This is an optimization exercise on Yosys and OpenROAD, whose aim is small area, a short achievable clock period and few clock cycles per item, not a production implementation.
RTL that was checked went through simulation tests only; none was proved equivalent to the original.
Power is estimated from default activity; no workload was simulated.

==> flow/design.v <==
package ooo_pkg;
    localparam int DATA_W    = 8;
    localparam int REG_COUNT = 8;
endpackage
`timescale 1ns/1ps
module ooo_core (
    input  logic       clk,
    input  logic       rst,
    input  logic       in_valid,
    input  logic [2:0] in_op,
    input  logic [2:0] in_dst,
    input  logic [2:0] in_src_a,
    input  logic [2:0] in_src_b,
    input  logic [7:0] in_imm,
    output logic       retire_valid,
    output logic [2:0] retire_dst,
    output logic [7:0] retire_value
);
    logic       x_valid;
    logic [2:0] x_dst;
    logic [1:0] x_op;
    logic [7:0] x_a;
    logic [7:0] x_b;
    logic       x_fwd_a;
    logic       x_fwd_b;
    logic [7:0] regfile [8];
    logic       ldi;
    logic [7:0] a;
    logic [7:0] b;
    logic [7:0] sum;
    logic [7:0] result;
    logic [7:0] wdata;
    logic [7:0] wen;
    logic       rst_q;
    logic [7:0] sel_a;
    logic [7:0] sel_b;
    logic [7:0] rd_a;
    logic [7:0] rd_b;
    assign ldi = in_op[2];
    always_comb begin
        rd_a = '0;
        rd_b = '0;
        for (int r = 0; r < 8; r++) begin
            sel_a[r] = !rst && !rst_q && in_src_a == 3'(r);
            sel_b[r] = !rst && !rst_q && !ldi && in_src_b == 3'(r);
            rd_a = rd_a | (regfile[r] & {8{sel_a[r]}});
            rd_b = rd_b | (regfile[r] & {8{sel_b[r]}});
        end
    end
    always_ff @(posedge clk) begin
        rst_q <= rst;
        x_valid <= in_valid && !rst;
        x_dst <= in_dst;
        x_op <= ldi ? 2'd0 : in_op[1:0];
        x_a <= (ldi && !rst) ? in_imm : rd_a;
        x_b <= rd_b;
        x_fwd_a <= !rst && !ldi && x_valid && in_src_a == x_dst;
        x_fwd_b <= !rst && !ldi && x_valid && in_src_b == x_dst;
    end
    assign a = x_fwd_a ? retire_value : x_a;
    assign b = x_fwd_b ? retire_value : x_b;
    logic [7:0] bx;
    logic [7:0] pg_p [4];
    logic [7:0] pg_g [4];
    logic       sub;
    logic [7:0] gen;
    assign sub = x_op[0] && !x_op[1];
    assign bx = b ^ {8{sub}};
    assign gen = a & bx;
    always_comb begin
        pg_p[0] = a ^ bx;
        pg_g[0] = gen;
        pg_g[0][0] = gen[0] | (pg_p[0][0] & sub);
        for (int l = 0; l < 3; l++) begin
            for (int i = 0; i < 8; i++) begin
                if (i >= (1 << l)) begin
                    pg_g[l+1][i] = pg_g[l][i] | (pg_p[l][i] & pg_g[l][i-(1<<l)]);
                    pg_p[l+1][i] = pg_p[l][i] & pg_p[l][i-(1<<l)];
                end else begin
                    pg_g[l+1][i] = pg_g[l][i];
                    pg_p[l+1][i] = pg_p[l][i];
                end
            end
        end
        sum[0] = pg_p[0][0] ^ sub;
        for (int i = 1; i < 8; i++) begin
            sum[i] = pg_p[0][i] ^ pg_g[3][i-1];
        end
    end
    always_comb begin
        case (x_op)
            2'd2:    result = gen;
            2'd3:    result = pg_p[0];
            default: result = sum;
        endcase
    end
    assign wdata = result;
    for (genvar r = 0; r < 8; r++) begin : g_wen
        assign wen[r] = rst_q || (x_valid && x_dst == 3'(r));
    end
    always_ff @(posedge clk) begin
        for (int r = 0; r < 8; r++) begin
            if (wen[r]) begin
                regfile[r] <= wdata;
            end
        end
    end
    always_ff @(posedge clk) begin
        retire_valid <= x_valid && !rst;
        retire_dst <= x_dst;
        retire_value <= result;
    end
endmodule
clock: 8.0 ns
lec_check: 0
abc_area: 1
cap_margin: 20
core_margin: 2
core_utilization: 40
place_density: 0.6
setup_slack_margin: 5
slew_margin: 20
tns_end_percent: 100
standard.sh (not shown) runs the stock make flow with config.mk's settings and CLKGATE_MAP_FILE= SYNTH_SCRIPT=/design/flow/synth_recipe.tcl, a recipe that flattens the netlist after the stock synthesis.
==> flow/flow/run.sh <==
#!/bin/bash
# The standard layout, with three changes:
#  - synthesis maps logic with an area-oriented ABC script (flow/area.abc) and
#    without ORFS's half/full-adder cell mapping; registers are mapped exactly
#    as in the standard synthesis, which runs the same script otherwise;
#  - timing repair aims below the limit the standard settings allow;
#  - ports are buffered with buf_2 cells instead of the cell buffer_ports picks.
# Each step's full log is in orfs/logs; make's own output is in standard_flow.log.
set -euo pipefail
here=$(pwd)
export MY_ABC_SCRIPT=$here/flow/area.abc
bash standard.sh SYNTH_SCRIPT=$here/flow/synth.tcl ADDER_MAP_FILE= SETUP_SLACK_MARGIN=${MARGIN:-5.4} "BUFFER_PORTS_ARGS=-buffer_cell sky130_fd_sc_hd__buf_2" finish > standard_flow.log 2>&1
==> flow/flow/area.abc <==
strash
ifraig
scorr
dc2
strash
&get -n
&dch -f
&nf
&put
topo
stime -c
==> flow/flow/synth.tcl <==
proc synth {args} { yosys synth -nofsm -noshare {*}$args }
# Map logic with the area-oriented ABC script given in MY_ABC_SCRIPT instead of ORFS's
proc abc {args} {
  set i [lsearch -exact $args -script]
  if {$i >= 0} { set args [lreplace $args $i [expr {$i + 1}] -script $::env(MY_ABC_SCRIPT)] }
  yosys abc {*}$args
}
source $::env(SCRIPTS_DIR)/synth.tcl
# left out here: clear keep_hierarchy, flatten, clean up, hide names made inside functions, write 1_2_yosys.v
Next try:
--- a/flow/design.v
+++ b/flow/design.v
@@ -27,5 +27,4 @@
     logic       ldi;
     logic [7:0] a;
-    logic [7:0] b;
     logic [7:0] sum;
     logic [7:0] result;
@@ -37,5 +36,7 @@
     logic [7:0] rd_a;
     logic [7:0] rd_b;
+    logic       sub_in;
     assign ldi = in_op[2];
+    assign sub_in = !ldi && in_op[0];
     always_comb begin
         rd_a = '0;
@@ -54,10 +55,8 @@
         x_op <= ldi ? 2'd0 : in_op[1:0];
         x_a <= (ldi && !rst) ? in_imm : rd_a;
-        x_b <= rd_b;
+        x_b <= rd_b ^ {8{sub_in}};
         x_fwd_a <= !rst && !ldi && x_valid && in_src_a == x_dst;
         x_fwd_b <= !rst && !ldi && x_valid && in_src_b == x_dst;
     end
-    assign a = x_fwd_a ? retire_value : x_a;
-    assign b = x_fwd_b ? retire_value : x_b;
     logic [7:0] bx;
     logic [7:0] pg_p [4];
@@ -65,6 +64,7 @@
     logic       sub;
     logic [7:0] gen;
-    assign sub = x_op[0] && !x_op[1];
-    assign bx = b ^ {8{sub}};
+    assign sub = x_op[0];
+    assign a = x_fwd_a ? retire_value : x_a;
+    assign bx = x_fwd_b ? retire_value ^ {8{sub}} : x_b;
     assign gen = a & bx;
     always_comb begin
@@ -91,5 +91,5 @@
         case (x_op)
             2'd2:    result = gen;
-            2'd3:    result = pg_p[0];
+            2'd3:    result = ~pg_p[0];
             default: result = sum;
         endcase
Maximum frequency went down by about 2.4%.
Final cell count went up by 0.75%.
Clock power went up by about 11%.
Die area went up by 1.3%.
Via count went up by about 2.6%.
Power went up by about 0.6%.
Wire length went down by about 3%.
Core utilization went down by 1.2 points.
Design area went down by 1.9%.
Combinational power went down by about 8%.
Worst setup slack gets worse by 65 ps.
Synthesized area went up by about 1.4%.
First-iteration DRC count went up by 0.58%.
Non-clock buffer count went down by 11.
Function was not checked in any run of this note: the RTL went through the layout flow alone.

* * *

Another version of the RTL of ooo_core (not shown whole).
Size: roughly 380 cells after synthesis, ~100 flip-flops, about 35 I/O pins, ~4400 um2 of cells after synthesis.
==> module ooo_core, before the edit <==
module ooo_core (
    input  logic       clk,
    input  logic       rst,
    input  logic       in_valid,
    input  logic [2:0] in_op,
    input  logic [2:0] in_dst,
    input  logic [2:0] in_src_a,
    input  logic [2:0] in_src_b,
    input  logic [7:0] in_imm,
    output logic       retire_valid,
    output logic [2:0] retire_dst,
    output logic [7:0] retire_value
);
    logic       x_valid;
    logic [2:0] x_dst;
    logic [1:0] x_op;
    logic [7:0] x_a;
    logic [7:0] x_b;
    logic       x_fwd_a;
    logic       x_fwd_b;
    logic [7:0] regfile [8];
    logic       ldi;
    logic [7:0] a;
    logic [7:0] b;
    logic [7:0] sum;
    logic [7:0] result;
    logic [7:0] wdata;
    logic [7:0] wen;
    logic       rst_q;
    logic [7:0] sel_a;
    logic [7:0] sel_b;
    logic [7:0] rd_a;
    logic [7:0] rd_b;
    logic       hit_a;
    logic       hit_b;
    assign ldi = in_op[2];
    always_comb begin
        rd_a = '0;
        rd_b = '0;
        for (int r = 0; r < 8; r++) begin
            sel_a[r] = !rst_q && in_src_a == 3'(r);
            sel_b[r] = !rst_q && !ldi && in_src_b == 3'(r);
            rd_a = rd_a | (regfile[r] & {8{sel_a[r]}});
            rd_b = rd_b | (regfile[r] & {8{sel_b[r]}});
        end
        hit_a = retire_valid && in_src_a == retire_dst;
        hit_b = retire_valid && !ldi && in_src_b == retire_dst;
        if (hit_a) rd_a = retire_value;
        if (hit_b) rd_b = retire_value;
    end
    always_ff @(posedge clk) begin
        rst_q <= rst;
        x_valid <= in_valid && !rst;
        x_dst <= in_dst;
        x_op <= ldi ? 2'd0 : in_op[1:0];
        x_a <= ldi ? in_imm : rd_a;
        x_b <= rd_b;
        x_fwd_a <= !ldi && x_valid && in_src_a == x_dst;
        x_fwd_b <= !ldi && x_valid && in_src_b == x_dst;
    end
    assign a = x_fwd_a ? retire_value : x_a;
    assign b = x_fwd_b ? retire_value : x_b;
    logic [7:0] bx;
    logic [7:0] pg_p [4];
    logic [7:0] pg_g [4];
    assign bx = b ^ {8{x_op[0]}};
    always_comb begin
        pg_p[0] = a ^ bx;
        pg_g[0] = a & bx;
        pg_g[0][0] = (a[0] & bx[0]) | (pg_p[0][0] & x_op[0]);
        for (int l = 0; l < 3; l++) begin
            for (int i = 0; i < 8; i++) begin
                if (i >= (1 << l)) begin
                    pg_g[l+1][i] = pg_g[l][i] | (pg_p[l][i] & pg_g[l][i-(1<<l)]);
                    pg_p[l+1][i] = pg_p[l][i] & pg_p[l][i-(1<<l)];
                end else begin
                    pg_g[l+1][i] = pg_g[l][i];
                    pg_p[l+1][i] = pg_p[l][i];
                end
            end
        end
        sum[0] = pg_p[0][0] ^ x_op[0];
        for (int i = 1; i < 8; i++) begin
            sum[i] = pg_p[0][i] ^ pg_g[3][i-1];
        end
    end
    always_comb begin
        case (x_op)
            2'd2:    result = a & b;
            2'd3:    result = a ^ b;
            default: result = sum;
        endcase
    end
    assign wdata = rst_q ? 8'd0 : retire_value;
    for (genvar r = 0; r < 8; r++) begin : g_wen
        assign wen[r] = rst_q || (retire_valid && retire_dst == 3'(r));
    end
    always_ff @(posedge clk) begin
        for (int r = 0; r < 8; r++) begin
            if (wen[r]) begin
                regfile[r] <= wdata;
            end
        end
    end
    always_ff @(posedge clk) begin
        retire_valid <= x_valid && !rst;
        retire_dst <= x_dst;
        retire_value <= result;
    end
endmodule
==> flow/config.mk <==
export PLATFORM = sky130hd
export DESIGN_NAME = ooo_core
export DESIGN_NICKNAME = ooo_core
export VERILOG_FILES = /design/flow/design.v
export SDC_FILE = /design/flow/constraint.sdc
export NUM_CORES = 4
export LEC_CHECK = 0
export ABC_AREA = 1
export CAP_MARGIN = 20
export CORE_MARGIN = 2
export CORE_UTILIZATION = 40
export PLACE_DENSITY = 0.6
export SETUP_SLACK_MARGIN = 5
export SLEW_MARGIN = 20
export TNS_END_PERCENT = 10
==> flow/constraint.sdc <==
create_clock -name core_clock -period 8.0 [get_ports {clk}]
set_input_delay 1.6000 -clock core_clock [delete_from_list [all_inputs] [get_ports {clk}]]
set_output_delay 1.6000 -clock core_clock [all_outputs]
set_load 0.01 [all_outputs]
==> flow/flow/run.sh <==
#!/bin/bash
# The standard layout, with three changes:
#  - synthesis maps logic with an area-oriented ABC script (flow/area.abc) and
#    without ORFS's half/full-adder cell mapping; registers are mapped exactly
#    as in the standard synthesis, which runs the same script otherwise;
#  - timing repair aims below the limit the standard settings allow;
#  - ports are buffered with buf_2 cells instead of the cell buffer_ports picks.
# Each step's full log is in orfs/logs; make's own output is in standard_flow.log.
set -euo pipefail
here=$(pwd)
export MY_ABC_SCRIPT=$here/flow/area.abc
bash standard.sh SYNTH_SCRIPT=$here/flow/synth.tcl ADDER_MAP_FILE= SETUP_SLACK_MARGIN=${MARGIN:-6.0} "BUFFER_PORTS_ARGS=-buffer_cell sky130_fd_sc_hd__buf_2" finish > standard_flow.log 2>&1
Scripts as last shown in full above: flow/flow/area.abc, flow/flow/synth.tcl
Edit:
--- a/flow/design.v
+++ b/flow/design.v
@@ -37,6 +37,4 @@
     logic [7:0] rd_a;
     logic [7:0] rd_b;
-    logic       hit_a;
-    logic       hit_b;
     assign ldi = in_op[2];
     always_comb begin
@@ -49,8 +47,4 @@
             rd_b = rd_b | (regfile[r] & {8{sel_b[r]}});
         end
-        hit_a = retire_valid && in_src_a == retire_dst;
-        hit_b = retire_valid && !ldi && in_src_b == retire_dst;
-        if (hit_a) rd_a = retire_value;
-        if (hit_b) rd_b = retire_value;
     end
     always_ff @(posedge clk) begin
@@ -69,9 +63,13 @@
     logic [7:0] pg_p [4];
     logic [7:0] pg_g [4];
-    assign bx = b ^ {8{x_op[0]}};
+    logic       sub;
+    logic [7:0] gen;
+    assign sub = x_op[0] && !x_op[1];
+    assign bx = b ^ {8{sub}};
+    assign gen = a & bx;
     always_comb begin
         pg_p[0] = a ^ bx;
-        pg_g[0] = a & bx;
-        pg_g[0][0] = (a[0] & bx[0]) | (pg_p[0][0] & x_op[0]);
+        pg_g[0] = gen;
+        pg_g[0][0] = gen[0] | (pg_p[0][0] & sub);
         for (int l = 0; l < 3; l++) begin
             for (int i = 0; i < 8; i++) begin
@@ -85,5 +83,5 @@
             end
         end
-        sum[0] = pg_p[0][0] ^ x_op[0];
+        sum[0] = pg_p[0][0] ^ sub;
         for (int i = 1; i < 8; i++) begin
             sum[i] = pg_p[0][i] ^ pg_g[3][i-1];
@@ -92,12 +90,12 @@
     always_comb begin
         case (x_op)
-            2'd2:    result = a & b;
-            2'd3:    result = a ^ b;
+            2'd2:    result = gen;
+            2'd3:    result = pg_p[0];
             default: result = sum;
         endcase
     end
-    assign wdata = rst_q ? 8'd0 : retire_value;
+    assign wdata = rst_q ? 8'd0 : result;
     for (genvar r = 0; r < 8; r++) begin : g_wen
-        assign wen[r] = rst_q || (retire_valid && retire_dst == 3'(r));
+        assign wen[r] = rst_q || (x_valid && x_dst == 3'(r));
     end
     always_ff @(posedge clk) begin
Result:
- The changed run went through all stages and came out clean
- routed wire length falls by 12%
- flip-flop and latch count is unchanged
- sequential power rises by about 0.9%
- final area falls by 12%
- critical path depth falls by 3
Testbench counts after the change, summed over its fixed seeds: cycles 4,816, items 4,800.
For the first run of this note, only the layout was checked, not whether the RTL still works.

==> separate check: timing with driven ports <==
In the flow no input, the clock included, has a driving cell. The finished layouts below were timed again as built, in two steps. Step 1 assumes that a clkbuf_16 drives the clock port and a buf_2 every other input. Step 2, shift: input delay + t, output delay - t, t = (earliest + latest rising clock arrival at the registers) / 2. This alone moves slack from input paths to output paths. Three values: ideal ports, drivers, drivers and shift; two values: the first two.
| run | shift t [ns] | setup slack, ns | hold slack, ns | worst register clock-pin slew, ns | worst slew at a driven data input, ns |
|---|---|---|---|---|---|
| the first run of note 1 | 0.392 | 5.332 / 5.339 / 4.947 | 0.497 / 0.497 / 0.497 | 0.09 / 0.09 | 0.05 |
| the second run of note 1 | 0.399 | 5.267 / 5.259 / 4.860 | 0.482 / 0.482 / 0.482 | 0.10 / 0.10 | 0.06 |
| the first run of note 2 | 0.391 | 5.300 / 5.223 / 4.833 | 0.359 / 0.359 / 0.359 | 0.10 / 0.10 | 0.13 |
| the second run of note 2 | 0.405 | 5.215 / 5.233 / 4.828 | 0.454 / 0.454 / 0.454 | 0.09 / 0.09 | 0.04 |
After both steps setup and hold are still met in every run listed. The setup slack of the first run of note 2, which loses most, moves by -0.077 ns with the drivers and by -0.467 ns with both steps.
